From an optimization exercise on the open Yosys and OpenROAD flow, aimed at small area, a short achievable clock period and few clock cycles; shortcuts taken in it are not production practice. RTL that was checked went through simulation tests only; none was proved equivalent to the original. Only the layout flow was run in runs 5 and 6; the RTL was not checked for function there. Power and IR drop assume default switching activity.

## flow/standard.sh

```bash
#!/bin/bash
# synth_recipe.tcl (not shown) runs the flow's synth.tcl, then flattens the netlist and writes it again
# the make line also repeats each setting of config.mk as NAME=value (left out here)
make -C /OpenROAD-flow-scripts/flow DESIGN_CONFIG=/design/flow/config.mk WORK_HOME=/design/flow/orfs CLKGATE_MAP_FILE= SYNTH_SCRIPT=/design/flow/synth_recipe.tcl "${@:-finish}"
```

## flow/flow/run.sh

```bash
#!/bin/bash
# Standard layout, with the ports buffered by plain buffers (buf_4) instead of
# the default delay buffers.
set -euo pipefail
bash standard.sh "BUFFER_PORTS_ARGS=-buffer_cell sky130_fd_sc_hd__buf_4" finish > standard_flow.log 2>&1
```

## flow/design.v

```verilog
module mcu_test_sequencer #(
  parameter int unsigned DEPTH     = 64,
  parameter int unsigned ADDR_W    = $clog2(DEPTH),
  parameter int unsigned DATA_W    = 16,
  parameter bit          SIGN_EXT  = 1'b1,
  parameter int unsigned ROM_LAT   = 1,
  parameter logic [31:0] FINISH_PC = 32'h64,
  parameter int unsigned TIMEOUT   = 20'hFFFFF,
  parameter int unsigned CNT_W     = 20
) (
  input  logic              clk_sys,
  input  logic              rst_sync,
  input  logic              start,
  output logic [ADDR_W-1:0] rom_addr,
  input  logic [DATA_W-1:0] rom_rdata,
  output logic [ADDR_W-1:0] ram_addr,
  output logic              ram_we,
  output logic [DATA_W-1:0] ram_wdata,
  output logic              cpu_rst,
  input  logic [31:0]       cpu_pc,
  input  logic [31:0]       cpu_mem_addr,
  input  logic              cpu_mem_we,
  input  logic [31:0]       cpu_mem_wdata,
  output logic [31:0]       cpu_mem_rdata,
  output logic              busy,
  output logic              done,
  output logic              timeout_err,
  output logic [CNT_W-1:0]  cycle_cnt
);
  localparam logic [ADDR_W-1:0] IDX_LAST = ADDR_W'(DEPTH - 1);
  localparam logic [CNT_W-1:0]  RUN_LAST = CNT_W'(TIMEOUT - 1);
  localparam logic [31:0]       EXT_MASK =
    (DATA_W >= 32) ? 32'h0 : ~((32'h1 << DATA_W) - 32'h1);
  logic st_start_q, st_load_q, st_run_q, st_wb_q, st_done_q, st_err_q;
  logic st_start_d, st_load_d, st_run_d, st_wb_d, st_done_d, st_err_d;
  logic [ADDR_W-1:0] idx_q, idx_d;
  logic [7:0]        idx_lo_q, idx_hi_q;
  logic [CNT_W-1:0]  cnt_q, cnt_d;
  logic [31:0]       mem_q [DEPTH];
  logic [31:0]       ext_rdata;
  logic [31:0]       wdata;
  logic [ADDR_W-1:0] cpu_idx;
  logic              cpu_in_range;
  logic              unused_byte_lane;
  logic              finish, tmo, go, idx_last;
  assign ext_rdata = (SIGN_EXT && rom_rdata[DATA_W-1]) ? (32'(rom_rdata) | EXT_MASK)
                                                       : 32'(rom_rdata);
  assign cpu_idx          = cpu_mem_addr[ADDR_W+1:2];
  assign cpu_in_range     = (cpu_mem_addr[31:ADDR_W+2] == '0);
  assign unused_byte_lane = ^cpu_mem_addr[1:0];
  assign finish   = (cpu_pc == FINISH_PC);
  assign tmo      = (cnt_q == RUN_LAST);
  assign go       = (st_done_q | st_err_q) & start;
  assign idx_last = (idx_q == IDX_LAST);
  always_comb begin
    st_start_d = 1'b0;
    st_load_d  = go | st_start_q | (st_load_q & ~idx_last);
    st_run_d   = (st_load_q & idx_last) | (st_run_q & ~finish & ~tmo);
    st_wb_d    = (st_run_q & finish) | (st_wb_q & ~idx_last);
    st_done_d  = (st_wb_q & idx_last) | (st_done_q & ~start);
    st_err_d   = (st_run_q & ~finish & tmo) | (st_err_q & ~start);
  end
  always_comb begin
    idx_d = idx_q;
    if (st_start_q | go | ((st_load_q | st_wb_q) & ~idx_last) | (st_run_q & finish))
      idx_d = st_start_q ? '0 : idx_q + 1'b1;
  end
  always_comb begin
    cnt_d = cnt_q;
    if (st_load_q)     cnt_d = '0;
    else if (st_run_q) cnt_d = cnt_q + 1'b1;
  end
  logic [7:0]        cpu_lo, cpu_hi, sel_lo, sel_hi;
  logic [DEPTH-1:0]  wsel;
  logic [31:0]       rdata;
  always_comb begin
    for (int j = 0; j < 8; j++) begin
      cpu_lo[j] = (cpu_idx[2:0] == 3'(j));
      cpu_hi[j] = (cpu_idx[5:3] == 3'(j)) && cpu_in_range;
    end
  end
  assign sel_lo = ({8{st_run_q}} & cpu_lo) | ({8{~st_run_q}} & idx_lo_q);
  assign sel_hi = ({8{st_run_q}} & cpu_hi) | ({8{st_wb_q}} & idx_hi_q);
  always_comb begin
    for (int i = 0; i < DEPTH; i++)
      wsel[i] = sel_lo[i % 8] &
                ((st_run_q & cpu_mem_we & cpu_hi[i / 8]) | (st_load_q & idx_hi_q[i / 8]));
  end
  assign wdata = st_load_q ? ext_rdata : cpu_mem_wdata;
  for (genvar b = 0; b < 32; b++) begin : g_rd
    logic [7:0] grp_bit;
    for (genvar g = 0; g < 8; g++) begin : g_grp
      logic [7:0] word_bit;
      for (genvar j = 0; j < 8; j++) begin : g_w
        assign word_bit[j] = mem_q[8*g+j][b];
      end
      mcu_test_sequencer_ao8 u_lo (.sel(sel_lo), .d(word_bit), .y(grp_bit[g]));
    end
    mcu_test_sequencer_ao8 u_hi (.sel(sel_hi), .d(grp_bit), .y(rdata[b]));
  end
  always_ff @(posedge clk_sys or posedge rst_sync) begin
    if (rst_sync) begin
      st_start_q <= 1'b1;
      st_load_q  <= 1'b0;
      st_run_q   <= 1'b0;
      st_wb_q    <= 1'b0;
      st_done_q  <= 1'b0;
      st_err_q   <= 1'b0;
    end else begin
      st_start_q <= st_start_d;
      st_load_q  <= st_load_d;
      st_run_q   <= st_run_d;
      st_wb_q    <= st_wb_d;
      st_done_q  <= st_done_d;
      st_err_q   <= st_err_d;
    end
  end
  always_ff @(posedge clk_sys) begin
    idx_q <= idx_d;
    for (int j = 0; j < 8; j++) begin
      idx_lo_q[j] <= (idx_d[2:0] == 3'(j));
      idx_hi_q[j] <= (idx_d[5:3] == 3'(j));
    end
    cnt_q <= cnt_d;
  end
  always_ff @(posedge clk_sys) begin
    for (int i = 0; i < DEPTH; i++)
      if (wsel[i]) mem_q[i] <= wdata;
  end
  assign rom_addr      = st_start_q ? '0 : idx_q + 1'b1;
  assign ram_addr      = idx_q;
  assign ram_wdata     = rdata[DATA_W-1:0];
  assign cpu_mem_rdata = rdata;
  assign ram_we        = st_wb_q;
  assign cpu_rst       = ~st_run_q;
  assign busy          = st_load_q | st_run_q | st_wb_q;
  assign done          = st_done_q;
  assign timeout_err   = st_err_q;
  assign cycle_cnt     = cnt_q;
endmodule
module mcu_test_sequencer_ao8 (
  input  logic [7:0] sel,
  input  logic [7:0] d,
  output logic       y
);
  assign y = |(sel & d);
endmodule
```

## flow/config.mk

```make
export PLATFORM = sky130hd
export DESIGN_NAME = mcu_test_sequencer
export DESIGN_NICKNAME = mcu_test_sequencer
export VERILOG_FILES = /design/flow/design.v
export SDC_FILE = /design/flow/constraint.sdc
export NUM_CORES = 4
export LEC_CHECK = 0
export CAP_MARGIN = 20
export CORE_MARGIN = 2
export CORE_UTILIZATION = 58
export CTS_CLUSTER_DIAMETER = 100
export CTS_CLUSTER_SIZE = 24
export PLACE_DENSITY = 0.66
export SETUP_SLACK_MARGIN = 2.0
export SLEW_MARGIN = 20
export SYNTH_HIERARCHICAL = 1
```

## flow/constraint.sdc

```tcl
create_clock -name core_clock -period 6.5 [get_ports {clk_sys}]
set_input_delay 1.3000 -clock core_clock [delete_from_list [all_inputs] [get_ports {clk_sys}]]
set_output_delay 1.3000 -clock core_clock [all_outputs]
set_load 0.01 [all_outputs]
```

==> summary.md, run 1 <==
| Metric | Value |
|---|---|
| Seq cells post-synth | 2096 |
| Die area | 132700 um^2 |
| P&R area growth vs syn | 19.08% |
| Synth Area in Simple Gates | 3.764% |
| CP Max Fanout | 8 |
| TritonCTS clock tree | yes |
| Critical Path RT | 5.20 ns |
| R2R depth | 9 |
| Post-Synth Adder-Cell Area | 0.04988% |
| Die Span X | 364.2 um |
| Endpoints failing hold | 0 |
| Max-Slew Margin vs Limit | between 10% and 20% |
| H-Tree Depth | 3 |
| Clk_skew | 0.03910 ns |
| Synth Net Count | 4064 |
| CP Depth | 11 |
| Pleak | 27.32 nW |
| Number of fill cells | 8008 |
| Min Tclk post-route | 5.109 ns |
| Xor/xnor cell area share of the yosys netlist | 0.2328% |
| Min Hold Slack | 0.4383 ns |
| Worst setup SP type | primary input |
| Ant diodes | 0 |
| Die Y | ~360 um |
| Critical path class | primary input to output pin |
| Num Clock Sinks | 2096 |
| Crit end category | output pin |
| Final worst path period share | 78.60% |
| Mean post-synth cell area | 19.08 um^2 |
| R2r setup slk | roughly 2.8 ns |
| Num CTS Buffers | 97 |
| RSZ-0062 raised after global routing | yes |
| Post-Syn Instances | 3945 |
| Maxcap violations | 0 |
| Design area | 89620 um^2 |
| Compound-cell area share of the yosys netlist | 12.20% |
| Post-route total power | roughly 23 mW |
| GRT Total Usage | 36.84% |
| Core area | 129200 um^2 |
| Fmax achieved | between 150 and 200 MHz |
| CP delay by family, top | buffers and inverters |
| PwrDens | approximately 260 nW/um^2 |
| Hold/Removal Path Class | primary input to asynchronous set/reset pin |
| Initial Util | 58.27% |
| Seq/Total Area, Yosys | 83.03% |
| Slew @ Worst Pin | 1.265 ns |
| Clock Pin Slew Worst Setup and Hold Paths | 0.10 ns |
| Largest cells by area after synthesis | edfxtp_1 82%, a22oi_1 12%, nand4_1 2.5%, dfxtp_1 1.1%, nor2_1 0.50% |
| Ports | between 200 and 250 |
| Largest net degree at the start of global routing | 87 |
| Clock Tree Buf Depth | 3 |
| DP HPWL | roughly 120 mm |
| GRT overflow | 0 |
| Worst R2R Start | st_run_q |
| Max stage delay on crit path | 0.34 ns |
| 1st-iter DRT viols | 8331 |
| First-pass GRT wire length | 335.6 mm |
| Mux cell area share after synthesis | 0.2244% |
| Placed inst area | 81340 um^2 |
| Synth Cell Area | 75260 um^2 |
| Final non-filler cell total | 6359 |
| Post-synth cell types | 51 |
| Placer congestion estimate | about 0.85 |
| Drt wl/cell | around 40 um |
| Worst setup path endpoint | cpu_mem_rdata[18] |
| Nets@finish | ~4700 |
| Synth async-reset ratio | 0.2863% |
| Most common cell in the netlist | edfxtp_1 |
| Root Driver | clkbuf_16 |
| Final Max Tran Viols | 0 |
| Crit-path cells | buf_12 > a32oi_4 > clkinvlp_4 > buf_6 > buf_16 > buf_16 > a22oi_1 > nand4_1 > a22oi_2 > nand4_1 > buf_4 |
| Initial antenna violation count | 3 |
| DRC viols | 0 |
| Setup crit start | cpu_mem_addr[4] |
| Share of the synthesized area in the top cell type | 81.72% |
| # placed instances | 6040 |
| Share of layout cells above drive strength 1 | between 20% and 30% |
| Setup violators final | 0 |
| Clock latency on the worst-skew pair | 0.76 ns |
| Synth warnings | 8 |
| Routed Antenna Nets | 0 |
| Port bufs | 198 |
| Largest family of logic cells by synthesized area | compound AO/OA/AOI/OAI gates |
| Top cells by count, synth | 2048 x edfxtp_1, 1157 x a22oi_1, 297 x nand4_1 |
| Vias in the first global route | 43390 |
| Total iterations of the first detailed-routing run | 6 |
| Critical path buffers and inverters | 6 |
| Via count | roughly 47000 |
| Via density per instance | 7.353 |
| EDFF count, synth | 2048 |
| Dominant synthesized flop cell | edfxtp_1 |
| Row Count | 132 |
| Largest area contributor in the netlist | edfxtp_1 |
| Routed Wire Length | 249.4 mm |
| Worst IR Drop VDD | 0.1981 mV |
| Status | no timing/DRC/antenna violations |
| RR Endpoint | mem_q[6][1] |
| Crit path DAT | 3.81 ns |
| CP max-delay cell | a32oi_4 |
==> how the worst min path moves through the flow <==
stage                          from   endpoint  slack (ns)
after floorplan            cnt_q[7]   cnt_q[7]        0.54
after global placement     cnt_q[7]   cnt_q[7]        0.53
after detailed placement  cnt_q[17]  cnt_q[17]        0.54
after CTS                  rst_sync  st_done_q        0.43
after global routing       rst_sync  st_done_q        0.45
final                      rst_sync   st_err_q        0.44
==> cell usage in the layout (no fill, tap or decap), types with 9 or more instances in the layout <==
| cell type | synthesis | layout |
|---|---|---|
| a22oi_1 | 1157 | 877 |
| a22oi_2 | 0 | 280 |
| buf_12 | 0 | 52 |
| buf_16 | 0 | 86 |
| buf_4 | 16 | 378 |
| buf_6 | 0 | 42 |
| buf_8 | 0 | 11 |
| clkbuf_1 | 16 | 18 |
| clkbuf_16 | 0 | 115 |
| dfxtp_1 | 42 | 42 |
| edfxtp_1 | 2048 | 2048 |
| inv_1 | 38 | 30 |
| mux2_4 | 0 | 9 |
| nand2_1 | 32 | 29 |
| nand3_1 | 13 | 13 |
| nand4_1 | 297 | 297 |
| nor2_1 | 100 | 34 |
| nor2_4 | 0 | 65 |
| nor3_1 | 10 | 10 |
| nor4_1 | 14 | 13 |
| o21ai_4 | 0 | 17 |
| o31ai_1 | 9 | 9 |
| xnor2_1 | 13 | 13 |
==> Yosys stat by module (local to each module, per instance) <==
module | cells | times used
mcu_test_sequencer_ao8 | 5 | 288
mcu_test_sequencer | 2505 | 1
==> logic make-up after synthesis <==
| kind of cell | count (synthesis) |
|---|---|
| DFF | 2096 |
| AOI/OAI and AO/OA | 1229 |
| and+or+nand+nor | 501 |
| buffers and inverters | 80 |
| xor gates and xnor gates | 20 |
| muxes | 15 |
| adders and majority gates | 3 |
| other | 1 |
==> timing repair <==
| item | in CTS | in global routing |
|---|---|---|
| cloned | 70 | 17 |
| resized for setup | 352 | 150 |
| buffers inserted | 76 | 33 |
| pin swaps | 163 | 161 |
| setup endpoints to repair | 48 | 48 |
| hold buffers | 0 | 0 |
==> worst reg2reg max path, delay by kind of cell, from the launching register on <==
family | cells | cell delay, ns
AND/OR/NAND/NOR | 3 | 1.66
buffers and inverters | 5 | 1.17
AO/OA/AOI/OAI | 1 | 0.07
flip-flops | 1 | 0.41
==> flip-flops by register name (all words and copies together) (netlist names) <==
register,cells
idx_lo_q,8
st_done_q,1
st_wb_q,1
st_load_q,1
st_run_q,1
cnt_q,20
mem_q,2048
st_start_q,1
idx_hi_q,8
st_err_q,1
idx_q,6
==> power by group <==
part	internal [mW]	total (mW)	switching, mW
clock	2.77	6.71	3.94
sequential	14.9	14.9	0.0215
combinational	0.477	1.35	0.869
==> through the flow <==
| step | setup WS [ns] | util [%] | setup TNS, ns |
|---|---|---|---|
| final | 1.391 | 69.39 | 0 |
| after global routing | 1.419 | 69.39 | 0 |
| after detailed placement | 0.5825 | 62.98 | 0 |
| after floorplan | -0.2687 | - | -6.152 |
| after CTS | 1.475 | 68.22 | 0 |
| after global placement | 0.4587 | 62.89 | 0 |
==> final cells by class <==
| class | count | area, um^2 | area share [%] |
|---|---|---|---|
| Tap cell | 1742 | 2180 | 2.432 |
| Timing Repair Buffer | 591 | 7480 | 8.346 |
| Multi-Input combinational cell | 1769 | 14690 | 16.39 |
| Clock inverter | 5 | 43.79 | 0.04886 |
| Sequential cell | 2096 | 62500 | 69.74 |
| Inverter | 39 | 181.4 | 0.2024 |
| Clock buffer | 117 | 2545 | 2.840 |
==> routing by layer <==
metal | GRT usage [%] | routed length, um | vias to the layer above
met5 | 0 | 0 | -
met4 | 14.19 | 11010 | 0
met3 | 9.246 | 38720 | 552
met2 | 55.53 | 112200 | 3963
met1 | 52.45 | 87450 | 23820
li1 | - | - | 18430
Testbench counts, summed over its fixed seeds: cycles 14,809.
==> inputs of run 2 (changes only) <==
--- a/flow/config.mk
+++ b/flow/config.mk
@@ -7,10 +7,10 @@
 export LEC_CHECK = 0
 export CAP_MARGIN = 20
 export CORE_MARGIN = 2
-export CORE_UTILIZATION = 58
+export CORE_UTILIZATION = 65
 export CTS_CLUSTER_DIAMETER = 100
 export CTS_CLUSTER_SIZE = 24
-export PLACE_DENSITY = 0.66
+export PLACE_DENSITY = 0.75
 export SETUP_SLACK_MARGIN = 2.0
 export SLEW_MARGIN = 20
 export SYNTH_HIERARCHICAL = 1
==> summary.md, run 2 <==
| Metric | Value |
|---|---|
| Status | no timing/DRC/antenna violations |
| Port bufs | 198 (unchanged) |
| Min Tclk post-route | 5.107 ns (-0.001820 ns) |
| Switching Fraction | 21.12% (+0.065 points) |
| Crit-path cells | buf_12 > a32oi_4 > clkinvlp_4 > buf_12 > buf_4 > clkbuf_16 > a22oi_1 > nand4_1 > a22oi_2 > nand4_1 > buf_4 |
| Most frequent cells in the layout | 2048 x edfxtp_1, 948 x a22oi_1, 365 x buf_4 |
| Crit end category | output pin |
| Seq cells post-synth | 2096 (unchanged) |
| Clock latency on the worst-skew pair | 0.74 ns (-0.02 ns) |
| Sw Pwr | 4.849 mW (+0.36%) |
| Worst IR Drop VDD | 0.2350 mV (+19%) |
| Ports | 201 (unchanged) |
| Clock Pin Slew Worst Setup and Hold Paths | 0.09 ns (about the same) |
| Comb pwr share | 5.8% (about the same) |
| Largest cells by area after synthesis | edfxtp_1 82%, a22oi_1 12%, nand4_1 2.5%, dfxtp_1 1.1%, nor2_1 0.50% |
| Dominant synthesized flop cell | edfxtp_1 |
| Pleak | 26.97 nW (-1.3%) |
| Most common cell after layout, fill and taps aside | edfxtp_1 |
| Row Count | 124 (-6.1%) |
| GRT overflow | 0 (unchanged) |
| Routed Antenna Nets | 0 (unchanged) |
| Pre-CTS setup slack | 0.4800 ns (-0.1025 ns) |
| Most common cell in the netlist | edfxtp_1 |
| DP HPWL | 109.0 mm (-8.5%) |
| Worst setup path endpoint | cpu_mem_rdata[24] |
| Root Driver | clkbuf_16 |
| Most flop-heavy register | mem_q |
| Vias in the first global route | 45360 (+4.5%) |
| Share of the synthesized area in the top cell type | 81.72% (unchanged) |
| Critical Path RT | 5.20 ns (about the same) |
| Initial Util | 65.64% (+7.4 points) |
| Sequential Power Share | 64.8% (about the same) |
| Setup WS post-layout | 1.393 ns (+0.001820 ns) |
| R2r setup slk | 2.62 ns (-0.17 ns) |
| Total iterations of the first detailed-routing run | 6 (unchanged) |
| Max reg flops | 2048 (unchanged) |
| Slew @ Worst Pin | 1.269 ns (+0.004877 ns) |
| Share of layout cells above drive strength 1 | 21.77% (-2.3 points) |
| Final non-filler cell total | 6089 (-4.2%) |
| H-Tree Depth | 3 (unchanged) |
| Hold/Removal Path Class | primary input to asynchronous set/reset pin |
| Post-route total power | 22.96 mW (about the same) |
| Worst R2R Start | st_run_q |
| P&R area growth vs syn | 17.45% |
| Num Clock Sinks | 2096 (unchanged) |
| Worst setup SP type | primary input |
| Internal | 18.11 mW (about the same) |
| Synth warnings | 8 (unchanged) |
| Final Max Tran Viols | 0 (unchanged) |
| Clock Tree Buf Depth | 3 (unchanged) |
| CP Max Fanout | 12 (+4) |
| EDFF count, synth | 2048 (unchanged) |
| Clk_skew | 0.04912 ns (+0.01002 ns) |
| Die Span X | 344.3 um (-5.5%) |
| Top cells by count, synth | 2048 x edfxtp_1, 1157 x a22oi_1, 297 x nand4_1 |
| TNS Setup | 0 ns (unchanged) |
| Setup violators final | 0 (unchanged) |
| Largest net degree at the start of global routing | 81 (-6.9%) |
| Via density per instance | 7.879 (+7.1%) |
| Largest regs | mem_q x2048, cnt_q x20 |
| 1st-iter DRT viols | 9457 (+14%) |
| Mean post-synth cell area | 19.08 um^2 (unchanged) |
| RR Endpoint | mem_q[23][3] |
| CTS Hold Bufs | 0 (unchanged) |
| Seq/Total Area, Yosys | 83.03% (unchanged) |
| Number of fill cells | 5750 (-28%) |
| Routed Wire Length | 252.4 mm (+1.2%) |
| Synth async-reset ratio | 0.2863% (unchanged) |
| Critical path class | primary input to output pin |
| Endpoints failing hold | 0 (unchanged) |
| # placed instances | 5774 (-4.4%) |
| Maxcap violations | 0 (unchanged) |
| Synth Cell Area | 75260 um^2 (unchanged) |
| TritonCTS clock tree | yes |
| First-pass GRT wire length | 335.3 mm (about the same) |
| Placer congestion estimate | 0.8250 (-2.9%) |
| Clock Power Share | 29.3% (about the same) |
| Via count | 47970 (+2.6%) |
| DRC viols | 0 (unchanged) |
| GRT Total Usage | 41.20% (+4.4 points) |
| Synth Net Count | 4064 (unchanged) |
| Largest area contributor in the netlist | edfxtp_1 |
| RSZ-0062 raised after global routing | yes |
| Max stage delay on crit path | 0.29 ns (-0.05 ns) |
| Crit path DAT | 3.81 ns (about the same) |
| Core area | 114700 um^2 (-11%) |
| R2R depth | 8 (-1) |
| Nets@finish | 4666 (-1.0%) |
| Die area | 118500 um^2 (-11%) |
| Num CTS Buffers | 97 (unchanged) |
| Post-Syn Instances | 3945 (unchanged) |
| Max-Slew Margin vs Limit | 15.17% (-0.33 points) |
| CP max-delay cell | a32oi_4 |
| Post-synth cell types | 51 (unchanged) |
| Die Y | 344.3 um (-5.5%) |
| Setup crit start | cpu_mem_addr[4] |
| Final worst path period share | 78.57% (about the same) |
| Fmax achieved | 195.8 MHz (about the same) |
| PwrDens | 259.7 nW/um^2 (+1.4%) |
| Drt wl/cell | 41.45 um (+5.7%) |
| Initial antenna violation count | 8 (+5) |
==> run 2: worst min path at each step <==
stage	start	end	slack, ns	cells after the start
floorplan	cnt_q[7]	cnt_q[7]	0.54	2
global placement	cnt_q[9]	cnt_q[9]	0.52	2
detailed placement	cnt_q[14]	cnt_q[14]	0.53	2
CTS	rst_sync	st_run_q	0.49	2
global route	rst_sync	st_run_q	0.51	2
finish	rst_sync	st_run_q	0.50	2
==> run 2: layout make-up <==
type,count,area (um^2),area share [%]
clock buffers,119,2574,2.912
well taps,1512,1892,2.140
flip-flops and latches,2096,62490,70.70
clock inverters,3,41.29,0.04671
multi-input cells,1769,14360,16.24
diodes,7,17.52,0.01982
repair buffers,544,6833,7.730
inverters,39,181.4,0.2053
==> run 2: cell families (layout without fill, tap and decap cells) <==
family / Yosys count / in the layout / share of synthesized area [%]
AOI/OAI and AO/OA: 1229 / 1229 / 12.20
xor gates and xnor gates: 20 / 20 / 0.2328
adders and majority gates: 3 / 3 / 0.04988
buffers and inverters: 80 / 705 / 0.4938
DFF: 2096 / 2096 / 83.03
muxes: 15 / 15 / 0.2244
other: 1 / 8 / 0.004983
and+or+nand+nor: 501 / 501 / 3.764
==> run 2: through the flow <==
stage	util, %	cell area [um^2]	hold WS [ns]
final	77.09	88390	0.4972
after global routing	77.08	88380	0.5115
after CTS	75.71	86810	0.4893
after detailed placement	70.41	80730	0.5343
after global placement	70.41	80730	0.5195
after floorplan	-	75380	0.5376
==> run 2: power by group through the flow <==
stage	Sequential (mW)	Combinational, mW	Clock (mW)
after floorplan	15.2	0.515	0
after global placement	15.2	0.901	0
after detailed placement	15.2	0.923	0
after CTS	14.9	1.18	6.62
after global routing	14.9	1.36	7.06
final	14.9	1.34	6.73
==> run 2: modules after synthesis, one instance, submodules excluded <==
module / flip-flops and latches / cells / area [um^2]
mcu_test_sequencer: 2096 / 2505 / 64810
mcu_test_sequencer_ao8: 0 / 5 / 36.28
==> run 2: worst max-delay path, delay by kind of cell <==
| family | cells | cell delay, ns |
|---|---|---|
| buffers and inverters | 6 | 1.23 |
| AND/OR/NAND/NOR | 2 | 0.47 |
| AO/OA/AOI/OAI | 3 | 0.75 |
==> run 2: repair_timing <==
action / 4_1_cts / 5_1_grt
cloned: 64 / 17
pin swaps: 103 / 82
resized for setup: 262 / 121
setup endpoints to repair: 48 / 48
setup buffers: 58 / 47
==> run 2: metal layers <==
metal | track usage [%] | share of wire, % | vias up
met2 | 60.94 | 44 | 5182
met1 | 55.92 | 31 | 23450
met5 | 0.5609 | 0.13 | -
met3 | 13.99 | 19 | 986
li1 | - | - | 18340
met4 | 19.52 | 6.1 | 16
==> inputs of run 3 (changes only) <==
--- a/flow/config.mk
+++ b/flow/config.mk
@@ -7,10 +7,9 @@
 export LEC_CHECK = 0
 export CAP_MARGIN = 20
 export CORE_MARGIN = 2
-export CORE_UTILIZATION = 65
+export CORE_UTILIZATION = 50
 export CTS_CLUSTER_DIAMETER = 100
 export CTS_CLUSTER_SIZE = 24
-export PLACE_DENSITY = 0.75
 export SETUP_SLACK_MARGIN = 2.0
 export SLEW_MARGIN = 20
 export SYNTH_HIERARCHICAL = 1
==> summary.md, run 3 <==
| Metric | Value |
|---|---|
| Routed Wire Length | 235.3 mm (-6.8%) |
| Sequential Power Share | 65.6% (+0.8 points) |
| Synth async-reset ratio | 0.2863% (unchanged) |
| Critical Path RT | 5.20 ns (about the same) |
| GRT overflow | 0 (unchanged) |
| Worst setup SP type | primary input |
| Via density per instance | 6.811 (-14%) |
| Dominant synthesized flop cell | edfxtp_1 |
| Internal | 17.97 mW (-0.79%) |
| Total iterations of the first detailed-routing run | 6 (unchanged) |
| Via count | 44590 (-7.1%) |
| Crit-path cells | buf_6 > nor4_4 > nand4_1 > buf_6 > nor2_4 > a32o_2 > buf_12 > buf_16 > a22oi_2 > buf_6 > nand4_1 > buf_4 |
| Num CTS Buffers | 97 (unchanged) |
| Hold/Removal Path Class | primary input to asynchronous set/reset pin |
| Vias in the first global route | 42500 (-6.3%) |
| Clk_skew | 0.04035 ns (-0.008773 ns) |
| Largest area contributor in the netlist | edfxtp_1 |
| Die Y | 392.0 um (+14%) |
| Most common cell after layout, fill and taps aside | edfxtp_1 |
| Drt wl/cell | 35.94 um (-13%) |
| Clock Power Share | 29.7% (+0.4 points) |
| Max-Slew Margin vs Limit | 22.34% (+7.2 points) |
| H-Tree Depth | 3 (unchanged) |
| Core area | 149600 um^2 (+30%) |
| Row Count | 142 (+15%) |
| Most common cell in the netlist | edfxtp_1 |
| Largest regs | mem_q x2048, cnt_q x20 |
| Post-synth cell types | 51 (unchanged) |
| Top cells by count, synth | 2048 x edfxtp_1, 1157 x a22oi_1, 297 x nand4_1 |
| Seq/Total Area, Yosys | 83.03% (unchanged) |
| Crit path DAT | 3.84 ns (+0.03 ns) |
| Share of the synthesized area in the top cell type | 81.72% (unchanged) |
| Seq cells post-synth | 2096 (unchanged) |
| Crit end category | output pin |
| Mean post-synth cell area | 19.08 um^2 (unchanged) |
| Sw Pwr | 4.728 mW (-2.5%) |
| CP max-delay cell | nand4_1 |
| Max reg flops | 2048 (unchanged) |
| DRC viols | 0 (unchanged) |
| Post-Syn Instances | 3945 (unchanged) |
| Worst R2R Start | st_load_q |
| Die Span X | 392.0 um (+14%) |
| Synth Net Count | 4064 (unchanged) |
| Clock latency on the worst-skew pair | 0.75 ns (about the same) |
| Most flop-heavy register | mem_q |
| Critical path class | primary input to output pin |
| Met2 Track Usage GR | 46.94% (-14 points) |
| Clock Tree Buf Depth | 3 (unchanged) |
| GRT Total Usage | 30.17% (-11 points) |
| Max stage delay on crit path | 0.42 ns (+0.13 ns) |
| Die area | 153600 um^2 (+30%) |
| Ant diodes | 0 (-7) |
| Slew @ Worst Pin | 1.162 ns (-0.1074 ns) |
| Ports | 201 (unchanged) |
| Most frequent cell on the critical path | buf_6 |
| Most frequent cells in the layout | 2048 x edfxtp_1, 1076 x a22oi_1, 352 x buf_4 |
| Min Tclk post-route | 5.137 ns (+0.03011 ns) |
| CP Max Fanout | 8 (-4) |
| Synth warnings | 8 (unchanged) |
| CTS Hold Bufs | 0 (unchanged) |
| Setup violators final | 0 (unchanged) |
| Placer congestion estimate | 0.7993 (-3.1%) |
| Synth Cell Area | 75260 um^2 (unchanged) |
| Initial antenna violation count | 7 (-1) |
| Endpoints failing hold | 0 (unchanged) |
| P&R area growth vs syn | 15.55% |
| EDFF count, synth | 2048 (unchanged) |
| Status | no timing/DRC/antenna violations |
| R2R depth | 5 (-3) |
| Largest cells by area after synthesis | edfxtp_1 82%, a22oi_1 12%, nand4_1 2.5%, dfxtp_1 1.1%, nor2_1 0.50% |
| Most crowded layer after global routing | met2 |
| Clock Pin Slew Worst Setup and Hold Paths | 0.10 ns (about the same) |
| Largest net degree at the start of global routing | 116 (+43%) |
| Final non-filler cell total | 6547 (+7.5%) |
| Comb pwr share | 4.7% (-1.1 points) |
| Met3 usage | 6.395% (-7.6 points) |
| TNS Setup | 0 ns (unchanged) |
| Num Clock Sinks | 2096 (unchanged) |
| Root Driver | clkbuf_16 |
| DP HPWL | 125.6 mm (+15%) |
| PwrDens | 261.0 nW/um^2 (+0.48%) |
| Switching Fraction | 20.83% (-0.29 points) |
| R2r setup slk | 2.95 ns (+0.33 ns) |
| Worst IR Drop VDD | 0.2040 mV (-13%) |
| Port bufs | 198 (unchanged) |
| Share of layout cells above drive strength 1 | 18.27% (-3.5 points) |
| Final worst path period share | 79.03% (+0.46 points) |
| Routed Antenna Nets | 0 (unchanged) |
| Maxcap violations | 0 (unchanged) |
| # placed instances | 6341 (+9.8%) |
| Pleak | 26.33 nW (-2.4%) |
| First-pass GRT wire length | 323.3 mm (-3.6%) |
| 1st-iter DRT viols | 6670 (-29%) |
| Fmax achieved | 194.7 MHz (-0.59%) |
| Final Max Tran Viols | 0 (unchanged) |
| Met1 Use GR | 43.20% (-13 points) |
| Initial Util | 50.31% (-15 points) |
| Nets@finish | 4628 (-0.81%) |
| TritonCTS clock tree | yes |
| RSZ-0062 raised after global routing | yes |
| RR Endpoint | mem_q[57][29] |
## run 3: cell counts after synthesis
Identical to the previous run, type by type.
## run 3: how the worst max path moves through the flow
stage	from	end	slack, ns
after global placement	cpu_mem_addr[9]	ram_wdata[13]	0.69
after CTS	cpu_mem_addr[25]	cpu_mem_rdata[31]	1.41
after detailed placement	cpu_mem_addr[20]	cpu_mem_rdata[13]	0.62
after global routing	cpu_mem_addr[2]	ram_wdata[10]	1.31
after floorplan	cpu_mem_addr[4]	ram_wdata[0]	-0.27
final	cpu_mem_addr[30]	ram_wdata[3]	1.36
## run 3: critical path: cells and delay by family
family | cells | cell delay (ns)
buffers and inverters | 6 | 1.06
AO/OA/AOI/OAI | 2 | 0.34
AND/OR/NAND/NOR | 4 | 1.08
## run 3: repair_timing
item	4_1_cts	5_1_grt
pin swaps	61	45
endpoints found under the setup margin	48	48
setup buffers	51	11
resized for setup	146	63
gates cloned	18	5
## run 3: kinds of logic (layout without fill, tap and decap cells)
logic type	count (synthesis)	after routing	share of synthesized area (%)
AO/OA/AOI/OAI	1229	1229	12.20
XOR/XNOR	20	20	0.2328
buffers and inverters	80	666	0.4938
adder cells (fa/ha/maj)	3	3	0.04988
flip-flops	2096	2096	83.03
multiplexers	15	15	0.2244
AND/OR/NAND/NOR	501	501	3.764
other	1	1	0.004983
## run 3: final cells by class
type,count,area (um^2)
Clock buffer,117,2545
Clock inverter,4,42.54
Fill cell,11150,62630
Inverter,39,181.4
Multi-Input combinational cell,1769,13720
Sequential cell,2096,62490
Tap cell,2016,2522
Timing Repair Buffer,506,5458
## run 3: modules after synthesis, one instance, submodules excluded
| module | cells | cell area, um^2 |
|---|---|---|
| mcu_test_sequencer | 2505 | 64810 |
| mcu_test_sequencer_ao8 | 5 | 36.28 |
## run 3: routing by layer
metal | vias to the layer above | share of wire, % | routed length (um)
met5 | - | 0.13 | 310
met4 | 8 | 3.0 | 7158
met3 | 346 | 12 | 27180
met2 | 2755 | 46 | 109200
met1 | 23260 | 39 | 91420
li1 | 18220 | - | -
## run 3: through the flow
stage	cell area, um^2	hold WS, ns	utilization [%]	total power [mW]	setup slack (ns)
after floorplan	75380	0.5376	-	15.71	-0.2687
after global placement	81920	0.5146	54.76	16.14	0.6931
after detailed placement	82070	0.5276	54.86	16.16	0.6247
after CTS	86410	0.4343	57.76	22.72	1.415
after global routing	86960	0.4707	58.13	23.25	1.314
final	86960	0.4631	58.13	22.69	1.363
## run 3: power by group through the flow
stage	clock network (mW)	logic (mW)	registers, mW
2_1_floorplan	0	0.515	15.2
4_1_cts	6.80	1.03	14.9
6_report	6.74	1.07	14.9
3_3_place_gp	0	0.944	15.2
3_5_place_dp	0	0.963	15.2
5_1_grt	7.23	1.13	14.9
==> inputs of run 4 (changes only) <==
--- a/flow/config.mk
+++ b/flow/config.mk
@@ -10,6 +10,6 @@
 export CORE_UTILIZATION = 50
 export CTS_CLUSTER_DIAMETER = 100
 export CTS_CLUSTER_SIZE = 24
-export SETUP_SLACK_MARGIN = 2.0
+export SETUP_SLACK_MARGIN = 1.5
 export SLEW_MARGIN = 20
 export SYNTH_HIERARCHICAL = 1
==> summary.md, run 4 <==
| Metric | Value |
|---|---|
| Setup violators final | 0 (unchanged) |
| Mux cell area share after synthesis | 0.2244% (unchanged) |
| Slew @ Worst Pin | 1.264 ns (+0.1022 ns) |
| Num CTS Buffers | 97 (unchanged) |
| Total iterations of the first detailed-routing run | 6 (unchanged) |
| Min Tclk post-route | 5.129 ns (-0.008180 ns) |
| Nets@finish | 4688 (+1.3%) |
| GRT Total Usage | 30.86% (+0.69 points) |
| PwrDens | 259.2 nW/um^2 (-0.67%) |
| Root Driver | clkbuf_16 |
| CP max-delay cell | nand4_1 |
| Maxcap violations | 0 (unchanged) |
| Final worst path period share | 78.91% (-0.13 points) |
| P&R area growth vs syn | 17.41% |
| Synth Cell Area | 75260 um^2 (unchanged) |
| Core area | 149600 um^2 (unchanged) |
| Crit-path cells | buf_12 > nor2b_4 > a22oi_2 > clkinvlp_4 > buf_12 > buf_16 > a22oi_2 > nand4_1 > a22oi_2 > buf_4 > nand4_1 > buf_4 |
| Die Y | 392.0 um (unchanged) |
| Routed Wire Length | 244.7 mm (+4.0%) |
| Seq/Total Area, Yosys | 83.03% (unchanged) |
| Endpoints failing hold | 0 (unchanged) |
| CTS Hold Bufs | 0 (unchanged) |
| Setup WS post-layout | 1.371 ns (+0.008180 ns) |
| Via density per instance | 6.895 (+1.2%) |
| Synth warnings | 8 (unchanged) |
| Share of layout cells above drive strength 1 | 21.50% (+3.2 points) |
| Initial Util | 50.31% (unchanged) |
| DRC viols | 0 (unchanged) |
| Pleak | 26.86 nW (+2.0%) |
| Mean post-synth cell area | 19.08 um^2 (unchanged) |
| Die Span X | 392.0 um (unchanged) |
| Synth async-reset ratio | 0.2863% (unchanged) |
| Synth Area in Simple Gates | 3.764% (unchanged) |
| Most flop-heavy register | mem_q |
| Post-synth cell types | 51 (unchanged) |
| Clock Tree Buf Depth | 3 (unchanged) |
| EDFF count, synth | 2048 (unchanged) |
| Largest regs | mem_q x2048, cnt_q x20 |
| Number of fill cells | 11000 (-1.3%) |
| Dominant synthesized flop cell | edfxtp_1 |
| Hold/Removal Path Class | primary input to asynchronous set/reset pin |
| TNS Setup | 0 ns (unchanged) |
| GRT overflow | 0 (unchanged) |
| Max reg flops | 2048 (unchanged) |
| Most common cell in the netlist | edfxtp_1 |
| Placed inst area | 82160 um^2 (+0.11%) |
| Largest area contributor in the netlist | edfxtp_1 |
| Num Clock Sinks | 2096 (unchanged) |
| Max-Slew Margin vs Limit | 15.51% (-6.8 points) |
| Compound-cell area share of the yosys netlist | 12.20% (unchanged) |
| Crit end category | output pin |
| Die area | 153600 um^2 (unchanged) |
| Pre-CTS setup slack | 0.6655 ns (+0.04082 ns) |
| CP Max Fanout | 9 (+1) |
| Most frequent cells in the layout | 2048 x edfxtp_1, 977 x a22oi_1, 410 x buf_4 |
| Clk_skew | 0.02800 ns (-0.01235 ns) |
| Most common cell after layout, fill and taps aside | edfxtp_1 |
| Largest net degree at the start of global routing | 65 (-44%) |
| Drt wl/cell | 37.05 um (+3.1%) |
| Post-Synth Adder-Cell Area | 0.04988% (unchanged) |
| Synth Net Count | 4064 (unchanged) |
| Clock Pin Slew Worst Setup and Hold Paths | 0.10 ns (about the same) |
| Worst IR Drop VDD | 0.2341 mV (+15%) |
| First-pass GRT wire length | 329.7 mm (+2.0%) |
| Initial antenna violation count | 2 (-5) |
| 1st-iter DRT viols | 7046 (+5.6%) |
| Worst setup SP type | primary input |
| Final Max Tran Viols | 0 (unchanged) |
| Vias in the first global route | 42240 (-0.63%) |
| CP delay by family, top | buffers and inverters |
| Row Count | 142 (unchanged) |
| H-Tree Depth | 3 (unchanged) |
| Via count | 45550 (+2.2%) |
| Xor/xnor cell area share of the yosys netlist | 0.2328% (unchanged) |
| Status | no timing/DRC/antenna violations |
| Ports | 201 (unchanged) |
| Port bufs | 198 (unchanged) |
| Fmax achieved | 195.0 MHz (+0.16%) |
| Max stage delay on crit path | 0.34 ns (-0.08 ns) |
| Largest cells by area after synthesis | edfxtp_1 82%, a22oi_1 12%, nand4_1 2.5%, dfxtp_1 1.1%, nor2_1 0.50% |
| Largest family of logic cells by synthesized area | compound AO/OA/AOI/OAI gates |
| Routed Antenna Nets | 0 (unchanged) |
| Share of the synthesized area in the top cell type | 81.72% (unchanged) |
| Critical Path RT | 5.20 ns (about the same) |
| RSZ-0062 raised after global routing | yes |
| Design area | 88360 um^2 (+1.6%) |
| DP HPWL | 125.6 mm (about the same) |
| Placer congestion estimate | 0.8120 (+1.6%) |
| Crit path DAT | 3.83 ns (about the same) |
| Most frequent cell on the critical path | a22oi_2 |
| Ant diodes | 0 (unchanged) |
| TritonCTS clock tree | yes |
| Critical path buffers and inverters | 6 (unchanged) |
| Post-Syn Instances | 3945 (unchanged) |
| Top cells by count, synth | 2048 x edfxtp_1, 1157 x a22oi_1, 297 x nand4_1 |
| Critical path class | primary input to output pin |
| Seq cells post-synth | 2096 (unchanged) |
| Clock latency on the worst-skew pair | 0.75 ns (about the same) |
run 4: path summary, 6_finish.rpt:
path | startpoint | to | slack, ns | cells past startpoint
worst max-delay path | cpu_mem_addr[4] | cpu_mem_rdata[22] | 1.37 | 12
worst min-delay path | rst_sync | st_done_q | 0.47 | 2
worst max register to register | st_run_q | mem_q[37][13] | 2.92 | 8
worst min register to register | cnt_q[7] | cnt_q[7] | 0.55 | 2
max in group asynchronous | rst_sync | st_start_q | 5.77 | 2
min in group core_clock | cnt_q[7] | cnt_q[7] | 0.55 | 2
run 4: power by group:
group          internal [mW]  leakage (nW)  switching, mW
clock network           2.79          1.27           3.99
registers               14.9          18.9         0.0195
logic                  0.416          6.73          0.823
run 4: metal layers:
metal | part of all wire (%) | up-vias | track usage, % | wire, um
met3 | 12 | 401 | 5.555 | 28900
met1 | 39 | 23720 | 44.90 | 94970
li1 | - | 18370 | - | -
met2 | 46 | 3065 | 47.67 | 112500
met4 | 3.4 | 2 | 9.818 | 8325
met5 | 0.0053 | - | 0 | 13
run 4: logic make-up after synthesis:
kind of cell / Yosys count
XOR/XNOR: 20
buffers and inverters: 80
adder cells (fa/ha/maj): 3
other: 1
flip-flops: 2096
AO/OA/AOI/OAI: 1229
AND/OR/NAND/NOR: 501
multiplexers: 15
run 4: through the flow:
step	util [%]	hold slack [ns]	cells	power (mW)
4_1_cts	58.18	0.4400	6555	22.87
3_3_place_gp	54.89	0.5068	6351	16.17
2_1_floorplan	-	0.5376	3945	15.72
5_1_grt	59.07	0.4703	6606	23.43
3_5_place_dp	54.92	0.5310	6353	16.19
6_report	59.07	0.4708	6606	22.91
run 4: modules after synthesis, one instance, submodules excluded:
| module | area [um^2] | flip-flops and latches | copies in the design |
|---|---|---|---|
| mcu_test_sequencer_ao8 | 36.28 | 0 | 288 |
| mcu_test_sequencer | 64810 | 2096 | 1 |
run 4: final cells by class:
class	instances	area, um^2	share of cell area [%]
Sequential cell	2096	62500	70.73
Multi-Input combinational cell	1769	14170	16.03
Timing Repair Buffer	565	6376	7.216
Clock buffer	116	2562	2.900
Tap cell	2016	2522	2.855
Inverter	39	181.4	0.2053
Clock inverter	4	46.29	0.05239
Timing Repair inverter	1	8.758	0.009912
run 4: repair_timing:
item | 4_1_cts | 5_1_grt
gates cloned | 32 | 16
setup endpoints to repair | 48 | 48
pin swaps | 68 | 106
gates resized for setup | 182 | 141
setup buffers | 50 | 34
==> inputs of run 5 (changes only) <==
--- a/flow/design.v
+++ b/flow/design.v
@@ -34,24 +34,29 @@
   logic st_start_q, st_load_q, st_run_q, st_wb_q, st_done_q, st_err_q;
   logic st_start_d, st_load_d, st_run_d, st_wb_d, st_done_d, st_err_d;
   logic [ADDR_W-1:0] idx_q, idx_d;
-  logic [7:0]        idx_lo_q, idx_hi_q;
   logic [CNT_W-1:0]  cnt_q, cnt_d;
+  logic [7:0]        ilo_q, rhi_q, lhi_q;
   logic [31:0]       mem_q [DEPTH];
   logic [31:0]       ext_rdata;
   logic [31:0]       wdata;
-  logic [ADDR_W-1:0] cpu_idx;
   logic              cpu_in_range;
   logic              unused_byte_lane;
-  logic              finish, tmo, go, idx_last;
+  logic              finish, tmo, go, idx_last, run_we;
+  logic [7:2]        a, a_n;
+  logic [7:0]        sel_lo, sel_hi, wr_lo, wr_hi;
+  logic [DEPTH-1:0]  wsel;
+  logic [31:0]       rdata;
   assign ext_rdata = (SIGN_EXT && rom_rdata[DATA_W-1]) ? (32'(rom_rdata) | EXT_MASK)
                                                        : 32'(rom_rdata);
-  assign cpu_idx          = cpu_mem_addr[ADDR_W+1:2];
-  assign cpu_in_range     = (cpu_mem_addr[31:ADDR_W+2] == '0);
+  assign a                = cpu_mem_addr[7:2];
+  assign a_n              = ~cpu_mem_addr[7:2];
   assign unused_byte_lane = ^cpu_mem_addr[1:0];
+  mcu_test_sequencer_zero24 u_range (.x(cpu_mem_addr[31:8]), .zero(cpu_in_range));
   assign finish   = (cpu_pc == FINISH_PC);
   assign tmo      = (cnt_q == RUN_LAST);
   assign go       = (st_done_q | st_err_q) & start;
   assign idx_last = (idx_q == IDX_LAST);
+  assign run_we   = st_run_q & cpu_mem_we;
   always_comb begin
     st_start_d = 1'b0;
     st_load_d  = go | st_start_q | (st_load_q & ~idx_last);
@@ -70,21 +75,25 @@
     if (st_load_q)     cnt_d = '0;
     else if (st_run_q) cnt_d = cnt_q + 1'b1;
   end
-  logic [7:0]        cpu_lo, cpu_hi, sel_lo, sel_hi;
-  logic [DEPTH-1:0]  wsel;
-  logic [31:0]       rdata;
+  for (genvar j = 0; j < 8; j++) begin : g_sel
+    logic x0, x1, x2, y0, y1, y2;
+    assign x0 = j[0] ? a[2] : a_n[2];
+    assign x1 = j[1] ? a[3] : a_n[3];
+    assign x2 = j[2] ? a[4] : a_n[4];
+    assign y0 = j[0] ? a[5] : a_n[5];
+    assign y1 = j[1] ? a[6] : a_n[6];
+    assign y2 = j[2] ? a[7] : a_n[7];
+    mcu_test_sequencer_sel3 u_rlo (.en(st_run_q), .x0(x0), .x1(x1), .x2(x2),
+                                   .alt(ilo_q[j]), .sel(sel_lo[j]));
+    mcu_test_sequencer_sel4 u_rhi (.en(st_run_q), .ok(cpu_in_range), .x0(y0), .x1(y1), .x2(y2),
+                                   .alt(rhi_q[j]), .sel(sel_hi[j]));
+    mcu_test_sequencer_sel3 u_wlo (.en(st_run_q), .x0(x0), .x1(x1), .x2(x2),
+                                   .alt(ilo_q[j]), .sel(wr_lo[j]));
+    mcu_test_sequencer_sel4 u_whi (.en(run_we), .ok(cpu_in_range), .x0(y0), .x1(y1), .x2(y2),
+                                   .alt(lhi_q[j]), .sel(wr_hi[j]));
+  end
   always_comb begin
-    for (int j = 0; j < 8; j++) begin
-      cpu_lo[j] = (cpu_idx[2:0] == 3'(j));
-      cpu_hi[j] = (cpu_idx[5:3] == 3'(j)) && cpu_in_range;
-    end
-  end
-  assign sel_lo = ({8{st_run_q}} & cpu_lo) | ({8{~st_run_q}} & idx_lo_q);
-  assign sel_hi = ({8{st_run_q}} & cpu_hi) | ({8{st_wb_q}} & idx_hi_q);
-  always_comb begin
-    for (int i = 0; i < DEPTH; i++)
-      wsel[i] = sel_lo[i % 8] &
-                ((st_run_q & cpu_mem_we & cpu_hi[i / 8]) | (st_load_q & idx_hi_q[i / 8]));
+    for (int i = 0; i < DEPTH; i++) wsel[i] = wr_lo[i % 8] & wr_hi[i / 8];
   end
   assign wdata = st_load_q ? ext_rdata : cpu_mem_wdata;
   for (genvar b = 0; b < 32; b++) begin : g_rd
@@ -106,6 +115,9 @@
       st_wb_q    <= 1'b0;
       st_done_q  <= 1'b0;
       st_err_q   <= 1'b0;
+      ilo_q      <= '0;
+      rhi_q      <= '0;
+      lhi_q      <= '0;
     end else begin
       st_start_q <= st_start_d;
       st_load_q  <= st_load_d;
@@ -113,14 +125,15 @@
       st_wb_q    <= st_wb_d;
       st_done_q  <= st_done_d;
       st_err_q   <= st_err_d;
+      for (int j = 0; j < 8; j++) begin
+        ilo_q[j] <= ~st_run_d & (idx_d[2:0] == 3'(j));
+        rhi_q[j] <= st_wb_d   & (idx_d[5:3] == 3'(j));
+        lhi_q[j] <= st_load_d & (idx_d[5:3] == 3'(j));
+      end
     end
   end
   always_ff @(posedge clk_sys) begin
     idx_q <= idx_d;
-    for (int j = 0; j < 8; j++) begin
-      idx_lo_q[j] <= (idx_d[2:0] == 3'(j));
-      idx_hi_q[j] <= (idx_d[5:3] == 3'(j));
-    end
     cnt_q <= cnt_d;
   end
   always_ff @(posedge clk_sys) begin
@@ -145,3 +158,30 @@
 );
   assign y = |(sel & d);
 endmodule
+module mcu_test_sequencer_sel3 (
+  input  logic en,
+  input  logic x0,
+  input  logic x1,
+  input  logic x2,
+  input  logic alt,
+  output logic sel
+);
+  assign sel = (en & x0 & x1 & x2) | alt;
+endmodule
+module mcu_test_sequencer_sel4 (
+  input  logic en,
+  input  logic ok,
+  input  logic x0,
+  input  logic x1,
+  input  logic x2,
+  input  logic alt,
+  output logic sel
+);
+  assign sel = (en & ok & x0 & x1 & x2) | alt;
+endmodule
+module mcu_test_sequencer_zero24 (
+  input  logic [23:0] x,
+  output logic        zero
+);
+  assign zero = ~|x;
+endmodule
--- a/flow/config.mk
+++ b/flow/config.mk
@@ -9,7 +9,7 @@
 export CORE_MARGIN = 2
 export CORE_UTILIZATION = 50
 export CTS_CLUSTER_DIAMETER = 100
-export CTS_CLUSTER_SIZE = 24
-export SETUP_SLACK_MARGIN = 1.5
+export CTS_CLUSTER_SIZE = 30
+export SETUP_SLACK_MARGIN = 2.0
 export SLEW_MARGIN = 20
 export SYNTH_HIERARCHICAL = 1
==> summary.md, run 5 <==
| Metric | Value |
|---|---|
| Status | no timing/DRC/antenna violations |
| Final Max Tran Viols | 0 (unchanged) |
| Min Hold Slack | 0.5101 ns (+0.03926 ns) |
| Pre-CTS setup slack | 0.9194 ns (+0.2539 ns) |
| Top cells by count, synth | 2048 x edfxtp_1, 1152 x a22oi_1, 298 x nand4_1 |
| Via density per instance | 7.079 (+2.7%) |
| Core area | 151400 um^2 (+1.2%) |
| Die area | 155100 um^2 (+0.96%) |
| RSZ-0062 raised after global routing | yes |
| Routed Antenna Nets | 0 (unchanged) |
| Clock Power Share | 27.1% (-2.5 points) |
| Min Tclk post-route | 5.104 ns (-0.02469 ns) |
| Sw Pwr | 5.342 mW (+11%) |
| Pleak | 28.14 nW (+4.7%) |
| 1st-iter DRT viols | 8242 (+17%) |
| Worst IR Drop VDD | 0.2414 mV (+3.1%) |
| # placed instances | 6357 (+0.063%) |
| Initial Util | 50.20% (-0.10 points) |
| TritonCTS clock tree | yes |
| Max stage delay on crit path | 0.42 ns (+0.08 ns) |
| Mean post-synth cell area | 19.21 um^2 (+0.72%) |
| Critical Path RT | 5.20 ns (about the same) |
| CTS Hold Bufs | 0 (unchanged) |
| GRT Total Usage | 33.63% (+2.8 points) |
| Largest net degree at the start of global routing | 65 (unchanged) |
| Total iterations of the first detailed-routing run | 6 (unchanged) |
| Most frequent cells in the layout | 2048 x edfxtp_1, 867 x a22oi_1, 405 x buf_4 |
| Post-Syn Instances | 3955 (+0.25%) |
| Seq/Total Area, Yosys | 82.60% (-0.43 points) |
| Comb pwr share | 9.0% (+3.6 points) |
| Most common cell after layout, fill and taps aside | edfxtp_1 |
| CP Max Fanout | 20 (+11) |
| Initial antenna violation count | 14 (+12) |
| Seq cells post-synth | 2104 (+0.38%) |
| Internal | 18.11 mW (+0.19%) |
| Fmax achieved | 195.9 MHz (+0.48%) |
| First-pass GRT wire length | 361.0 mm (+9.5%) |
| Share of the synthesized area in the top cell type | 80.93% (-0.79 points) |
| Hold depth | 2 |
| Largest area contributor in the netlist | edfxtp_1 |
| Die Y | 393.9 um (+0.48%) |
| R2R depth | 6 (-2) |
| Via count | 47680 (+4.7%) |
| Maxcap violations | 0 (unchanged) |
| Synth Net Count | 4074 (+0.25%) |
| Clk_skew | 0.04316 ns (+0.01516 ns) |
| Area occupied by multi-input gates | 15310 um^2 (+8.1%) |
| Routed Wire Length | 269.7 mm (+10%) |
| Share of layout cells above drive strength 1 | 25.53% (+4.0 points) |
| Final worst path period share | 78.53% (-0.38 points) |
| Num CTS Buffers | 81 (-16%) |
| Die Span X | 393.9 um (+0.48%) |
| Hold/Removal Path Class | flop to flop |
| Port bufs | 198 (unchanged) |
| Crit end category | output pin |
| Number of fill cells | 10940 (-0.53%) |
| Root Driver | clkbuf_16 |
| Setup violators final | 0 (unchanged) |
| Clock Pin Slew Worst Setup and Hold Paths | 0.11 ns (about the same) |
| Sequential Power Share | 63.9% (-1.1 points) |
| Post-synth cell types | 62 (+22%) |
| DRC viols | 0 (unchanged) |
| Clock Tree Buf Depth | 3 (unchanged) |
| PwrDens | 258.5 nW/um^2 (-0.28%) |
| Row Count | 143 (+0.70%) |
| P&R area growth vs syn | 19.39% |
| Setup WS post-layout | 1.396 ns (+0.02469 ns) |
| Switching Fraction | 22.78% (+1.7 points) |
| Largest cells by area after synthesis | edfxtp_1 81%, a22oi_1 11%, nand4_1 2.5%, dfrtp_1 0.95%, dfxtp_1 0.68% |
| GRT overflow | 0 (unchanged) |
| Ports | 201 (unchanged) |
| EDFF count, synth | 2048 (unchanged) |
| Drt wl/cell | 40.05 um (+8.1%) |
| CP max-delay cell | nand4_1 |
| Dominant synthesized flop cell | edfxtp_1 |
| Synth Cell Area | 75990 um^2 (+0.97%) |
| TNS Setup | 0 ns (unchanged) |
| Largest regs | mem_q x2048, cnt_q x20 |
| Final non-filler cell total | 6735 (+2.0%) |
| Most common cell in the netlist | edfxtp_1 |
| Crit-path cells | buf_16 > buf_4 > buf_6 > a41o_4 > buf_6 > a22oi_2 > nand4_1 > a22oi_2 > nand4_1 > buf_4 |
| Max-Slew Margin vs Limit | 16.01% (+0.50 points) |
| Endpoints failing hold | 0 (unchanged) |
| Worst setup SP type | primary input |
| Synth warnings | 8 (unchanged) |
| Clock latency on the worst-skew pair | 0.77 ns (+0.02 ns) |
| Max reg flops | 2048 (unchanged) |
| Seq. cell area | 62780 um^2 (+0.46%) |
| Vias in the first global route | 44180 (+4.6%) |
| Num Clock Sinks | 2104 (+0.38%) |
| DP HPWL | 132.0 mm (+5.0%) |
| Placer congestion estimate | 0.8325 (+2.5%) |
| H-Tree Depth | 3 (unchanged) |
| Critical path class | primary input to output pin |
| Nets@finish | 4794 (+2.3%) |
| Crit path DAT | 3.80 ns (-0.03 ns) |
| Most flop-heavy register | mem_q |
| Synth async-reset ratio | 1.426% (+1.1 points) |
| Slew @ Worst Pin | 1.260 ns (-0.004428 ns) |
[run 5: changes by cell type after synthesis, sizes merged, moves of 7 or more]
| cell | delta |
|---|---|
| nor4 | +8 |
| nor2 | -67 |
| and2 | +67 |
| a31o | +17 |
| and4 | +7 |
| nand2 | -15 |
| dfxtp | -16 |
| o31ai | -9 |
| and3 | +15 |
| dfrtp | +24 |
| a41o | +15 |
| mux2i | +7 |
[run 5: area by class of cell]
class	instances	share of cell area [%]
Inverter	36	0.1641
Clock buffer	97	2.324
Antenna cell	4	0.01103
Multi-Input combinational cell	1808	16.88
Tap cell	2030	2.800
Sequential cell	2104	69.20
Timing Repair inverter	1	0.005516
Clock inverter	12	0.1558
Timing Repair Buffer	643	8.462
[run 5: metal layers]
| metal | vias up | part of all wire (%) | GRT usage, % |
|---|---|---|---|
| li1 | 18740 | - | - |
| met1 | 24670 | 36 | 46.49 |
| met2 | 3607 | 46 | 51.44 |
| met3 | 648 | 13 | 7.800 |
| met4 | 12 | 5.4 | 14.81 |
| met5 | - | 0.061 | 0 |
[run 5: cells by family (layout without fill, tap and decap cells)]
logic type                 after synthesis  in the layout  share of synthesized area [%]
AOI/OAI and AO/OA                     1227           1253                          12.16
xor gates and xnor gates                20             20                         0.2305
adders and majority gates                3              3                        0.04940
buffers and inverters                   69            789                         0.4512
DFF                                   2104           2104                          82.60
muxes                                   27             27                         0.3935
other                                    1              5                       0.004935
and+or+nand+nor                        504            504                          4.108
[run 5: final timing paths]
check	start	end	slack, ns
worst max-delay path	cpu_mem_addr[4]	cpu_mem_rdata[20]	1.40
worst min-delay path	cnt_q[12]	cnt_q[12]	0.51
worst max register to register	st_run_q	mem_q[31][9]	3.06
worst min register to register	cnt_q[12]	cnt_q[12]	0.51
max in group asynchronous	rst_sync	st_run_q	5.42
min in group asynchronous	rst_sync	st_err_q	0.60
[run 5: through the flow]
stage / util [%] / power (mW) / area, um^2
2_1_floorplan: - / 16.00 / 76090
3_3_place_gp: 54.31 / 16.65 / 82200
3_5_place_dp: 54.32 / 16.68 / 82220
4_1_cts: 58.68 / 23.23 / 88820
5_1_grt: 59.93 / 23.93 / 90720
6_report: 59.94 / 23.45 / 90730
[run 5: repair_timing]
action / in CTS / in global routing
buffers inserted: 130 / 52
setup endpoints to repair: 48 / 48
gates cloned: 64 / 19
pin swaps: 156 / 197
resized for setup: 334 / 202
[run 5: power by group through the flow]
stage	combinational (mW)	sequential, mW	clock (mW)
floorplan	0.724	15.3	0
global placement	1.38	15.3	0
CTS	1.88	15.0	6.37
finish	2.10	15.0	6.37
global route	2.16	15.0	6.79
detailed placement	1.40	15.3	0
[run 5: modules after synthesis, one instance, submodules excluded]
module | flip-flops and latches | area (um^2)
mcu_test_sequencer | 2104 | 65080
mcu_test_sequencer_zero24 | 0 | 57.56
mcu_test_sequencer_ao8 | 0 | 36.28
mcu_test_sequencer_sel4 | 0 | 15.01
mcu_test_sequencer_sel3 | 0 | 10.01
[run 5: worst max-delay path, delay by kind of cell]
family	cells	cell delay, ns
buf+inv	5	0.98
compound gates	3	0.92
simple gates	2	0.58
==> inputs of run 6 (changes only) <==
--- a/flow/design.v
+++ b/flow/design.v
@@ -43,7 +43,11 @@
   logic              unused_byte_lane;
   logic              finish, tmo, go, idx_last, run_we;
   logic [7:2]        a, a_n;
-  logic [7:0]        sel_lo, sel_hi, wr_lo, wr_hi;
+  localparam int unsigned RD_SLICES = 4;
+  localparam int unsigned RD_BITS   = 32 / RD_SLICES;
+  logic [7:0]        sel_lo [RD_SLICES];
+  logic [7:0]        sel_hi [RD_SLICES];
+  logic [7:0]        wr_lo, wr_hi;
   logic [DEPTH-1:0]  wsel;
   logic [31:0]       rdata;
   assign ext_rdata = (SIGN_EXT && rom_rdata[DATA_W-1]) ? (32'(rom_rdata) | EXT_MASK)
@@ -83,10 +87,12 @@
     assign y0 = j[0] ? a[5] : a_n[5];
     assign y1 = j[1] ? a[6] : a_n[6];
     assign y2 = j[2] ? a[7] : a_n[7];
-    mcu_test_sequencer_sel3 u_rlo (.en(st_run_q), .x0(x0), .x1(x1), .x2(x2),
-                                   .alt(ilo_q[j]), .sel(sel_lo[j]));
-    mcu_test_sequencer_sel4 u_rhi (.en(st_run_q), .ok(cpu_in_range), .x0(y0), .x1(y1), .x2(y2),
-                                   .alt(rhi_q[j]), .sel(sel_hi[j]));
+    for (genvar s = 0; s < RD_SLICES; s++) begin : g_slice
+      mcu_test_sequencer_sel3 u_rlo (.en(st_run_q), .x0(x0), .x1(x1), .x2(x2),
+                                     .alt(ilo_q[j]), .sel(sel_lo[s][j]));
+      mcu_test_sequencer_sel4 u_rhi (.en(st_run_q), .ok(cpu_in_range), .x0(y0), .x1(y1), .x2(y2),
+                                     .alt(rhi_q[j]), .sel(sel_hi[s][j]));
+    end
     mcu_test_sequencer_sel3 u_wlo (.en(st_run_q), .x0(x0), .x1(x1), .x2(x2),
                                    .alt(ilo_q[j]), .sel(wr_lo[j]));
     mcu_test_sequencer_sel4 u_whi (.en(run_we), .ok(cpu_in_range), .x0(y0), .x1(y1), .x2(y2),
@@ -103,9 +109,9 @@
       for (genvar j = 0; j < 8; j++) begin : g_w
         assign word_bit[j] = mem_q[8*g+j][b];
       end
-      mcu_test_sequencer_ao8 u_lo (.sel(sel_lo), .d(word_bit), .y(grp_bit[g]));
+      mcu_test_sequencer_ao8 u_lo (.sel(sel_lo[b / RD_BITS]), .d(word_bit), .y(grp_bit[g]));
     end
-    mcu_test_sequencer_ao8 u_hi (.sel(sel_hi), .d(grp_bit), .y(rdata[b]));
+    mcu_test_sequencer_ao8 u_hi (.sel(sel_hi[b / RD_BITS]), .d(grp_bit), .y(rdata[b]));
   end
   always_ff @(posedge clk_sys or posedge rst_sync) begin
     if (rst_sync) begin
--- a/flow/config.mk
+++ b/flow/config.mk
@@ -9,7 +9,7 @@
 export CORE_MARGIN = 2
 export CORE_UTILIZATION = 50
 export CTS_CLUSTER_DIAMETER = 100
-export CTS_CLUSTER_SIZE = 30
+export CTS_CLUSTER_SIZE = 24
 export SETUP_SLACK_MARGIN = 2.0
 export SLEW_MARGIN = 20
 export SYNTH_HIERARCHICAL = 1
==> summary.md, run 6 <==
| Metric | Value |
|---|---|
| Status | no timing/DRC/antenna violations |
| Largest net degree at the start of global routing | 65 (unchanged) |
| Die area | 156100 um^2 (+0.66%) |
| Number of fill cells | 11050 (+1.0%) |
| Die Y | 395.1 um (+0.33%) |
| Endpoints failing hold | 0 (unchanged) |
| Port bufs | 198 (unchanged) |
| Min Hold Slack | 0.5499 ns (+0.03982 ns) |
| Clock latency on the worst-skew pair | 0.77 ns (about the same) |
| Seq/Total Area, Yosys | 82.06% (-0.54 points) |
| Worst IR Drop VDD | 0.2066 mV (-14%) |
| Initial Util | 50.36% (+0.15 points) |
| Hold/Removal Path Class | flop to flop |
| Synth Cell Area | 76500 um^2 (+0.66%) |
| Min Tclk post-route | 4.905 ns (-0.1987 ns) |
| Seq. cell area | 62790 um^2 (about the same) |
| RSZ-0062 raised after global routing | yes |
| Critical Path RT | 5.20 ns (about the same) |
| Share of layout cells above drive strength 1 | 22.51% (-3.0 points) |
| Area occupied by multi-input gates | 15820 um^2 (+3.3%) |
| Num Clock Sinks | 2104 (unchanged) |
| Share of the synthesized area in the top cell type | 80.40% (-0.53 points) |
| Top cells by count, synth | 2048 x edfxtp_1, 1152 x a22oi_1, 295 x nand4_1 |
| Largest area contributor in the netlist | edfxtp_1 |
| Seq cells post-synth | 2104 (unchanged) |
| H-Tree Depth | 3 (unchanged) |
| Most frequent cells in the layout | 2048 x edfxtp_1, 989 x a22oi_1, 423 x buf_4 |
| Post-Syn Instances | 4025 (+1.8%) |
| GRT overflow | 0 (unchanged) |
| Largest regs | mem_q x2048, cnt_q x20 |
| P&R area growth vs syn | 17.12% |
| Die Span X | 395.1 um (+0.33%) |
| Pre-CTS setup slack | 0.8438 ns (-0.07556 ns) |
| 1st-iter DRT viols | 7977 (-3.2%) |
| Routed Wire Length | 254.8 mm (-5.5%) |
| Via count | 47710 (+0.080%) |
| Final Util | 58.98% (-0.96 points) |
| Crit path DAT | 3.61 ns (-0.19 ns) |
| Total iterations of the first detailed-routing run | 12 (+6) |
| Final worst path period share | 75.47% (-3.1 points) |
| Most common cell in the netlist | edfxtp_1 |
| Drt wl/cell | 37.64 um (-6.0%) |
| R2r setup slk | 2.74 ns (-0.32 ns) |
| GRT Total Usage | 31.58% (-2.0 points) |
| Most common cell after layout, fill and taps aside | edfxtp_1 |
| Synth Net Count | 4144 (+1.7%) |
| Dominant synthesized flop cell | edfxtp_1 |
| Nets@finish | 4808 (+0.29%) |
| EDFF count, synth | 2048 (unchanged) |
| Root Driver | clkbuf_16 |
| Maxcap violations | 0 (unchanged) |
| DP HPWL | 128.5 mm (-2.6%) |
| Initial antenna violation count | 16 (+2) |
| Ports | 201 (unchanged) |
| Slew @ Worst Pin | 1.283 ns (+0.02316 ns) |
| Via density per instance | 7.048 (-0.44%) |
| Vias in the first global route | 44740 (+1.3%) |
| CP Max Fanout | 22 (+10%) |
| Synth warnings | 11 (+3) |
| Critical path class | primary input to output pin |
| Placer congestion estimate | 0.8265 (-0.72%) |
| Largest cells by area after synthesis | edfxtp_1 80%, a22oi_1 11%, nand4_1 2.4%, dfrtp_1 0.95%, dfxtp_1 0.68% |
| Crit end category | output pin |
| Setup WS post-layout | 1.595 ns (+0.1987 ns) |
| Clock Pin Slew Worst Setup and Hold Paths | 0.09 ns (-0.02 ns) |
| PwrDens | 267.3 nW/um^2 (+3.4%) |
| Max-Slew Margin vs Limit | 14.46% (-1.5 points) |
| Final Max Tran Viols | 0 (unchanged) |
| Pleak | 27.94 nW (-0.70%) |
| Worst setup SP type | primary input |
| TritonCTS clock tree | yes |
[run 6: cell count changes in the layout (fill, tap and decap cells not counted), moves of 23 or more]
cell | previous run | this run
a22oi_1 | 867 | 989
a22oi_2 | 285 | 163
and3_1 | 19 | 42
buf_12 | 80 | 49
buf_16 | 55 | 8
buf_6 | 70 | 40
clkbuf_1 | 15 | 40
[run 6: area by class of cell]
type	count	area share (%)
Multi-Input combinational cell	1897	17.66
Timing Repair inverter	7	0.05866
Antenna cell	4	0.01117
Clock buffer	143	3.045
Sequential cell	2104	70.08
Timing Repair Buffer	547	6.089
Inverter	35	0.1718
Tap cell	2030	2.835
Clock inverter	3	0.04888
[run 6: cell families after synthesis]
group,share of synthesized area [%]
and+or+nand+nor,4.145
xor gates and xnor gates,0.2633
adders and majority gates,0.04907
muxes,0.4138
AOI/OAI and AO/OA,12.64
DFF,82.06
other,0.004902
buffers and inverters,0.4285
[run 6: path summary, 6_finish.rpt]
| check | depth (start not counted) | startpoint | end |
|---|---|---|---|
| max reg2reg | 7 | st_run_q | mem_q[38][18] |
| max | 7 | cpu_mem_addr[6] | cpu_mem_rdata[31] |
| max in group asynchronous | 3 | rst_sync | st_run_q |
| min reg2reg | 2 | cnt_q[6] | cnt_q[6] |
| min | 2 | cnt_q[6] | cnt_q[6] |
| min in group asynchronous | 3 | rst_sync | ilo_q[0] |
[run 6: Yosys stat by module (local to each module, per instance)]
module / times used / flip-flops and latches / cell area [um^2] / cells
mcu_test_sequencer_sel4: 40 / 0 / 15.01 / 2
mcu_test_sequencer: 1 / 2104 / 64990 / 2456
mcu_test_sequencer_zero24: 1 / 0 / 57.56 / 9
mcu_test_sequencer_ao8: 288 / 0 / 36.28 / 5
mcu_test_sequencer_sel3: 40 / 0 / 10.01 / 1
[run 6: report_power, final]
part | total [mW] | leakage, nW | internal, mW | switching [mW]
clock network | 7.01 | 1.34 | 2.96 | 4.05
logic | 1.93 | 7.56 | 0.677 | 1.25
registers | 15.0 | 19.0 | 14.9 | 0.0602
total | 23.9 | 27.9 | 18.6 | 5.36
[run 6: routing by layer]
metal / up-vias / GRT usage (%) / routed length [um]
li1: 19030 / - / -
met1: 24480 / 43.94 / 94310
met2: 3498 / 47.39 / 113000
met3: 692 / 8.478 / 34440
met4: 12 / 13.14 / 12990
met5: - / 0.2463 / 71
[run 6: metrics by stage]
stage | cell area (um^2) | power [mW]
after floorplan | 76530 | 16.05
after global placement | 81910 | 16.69
after detailed placement | 81940 | 16.71
after CTS | 88310 | 23.82
after global routing | 89580 | 24.51
final | 89590 | 23.94
[run 6: what timing repair did]
item	CTS	global route
pin swaps	87	111
setup buffers	143	28
hold buffers	0	0
endpoints found under the hold margin	0	0
resized for setup	309	115
endpoints found under the setup margin	48	48
gates cloned	53	17
[run 6: worst max-delay path, cell delays in order]
cell	delay, ns
buf_4	0.31
clkinvlp_4	0.45
and3_1	0.34
a31o_4	0.32
a22oi_2	0.34
nand4_1	0.27
buf_4	0.23
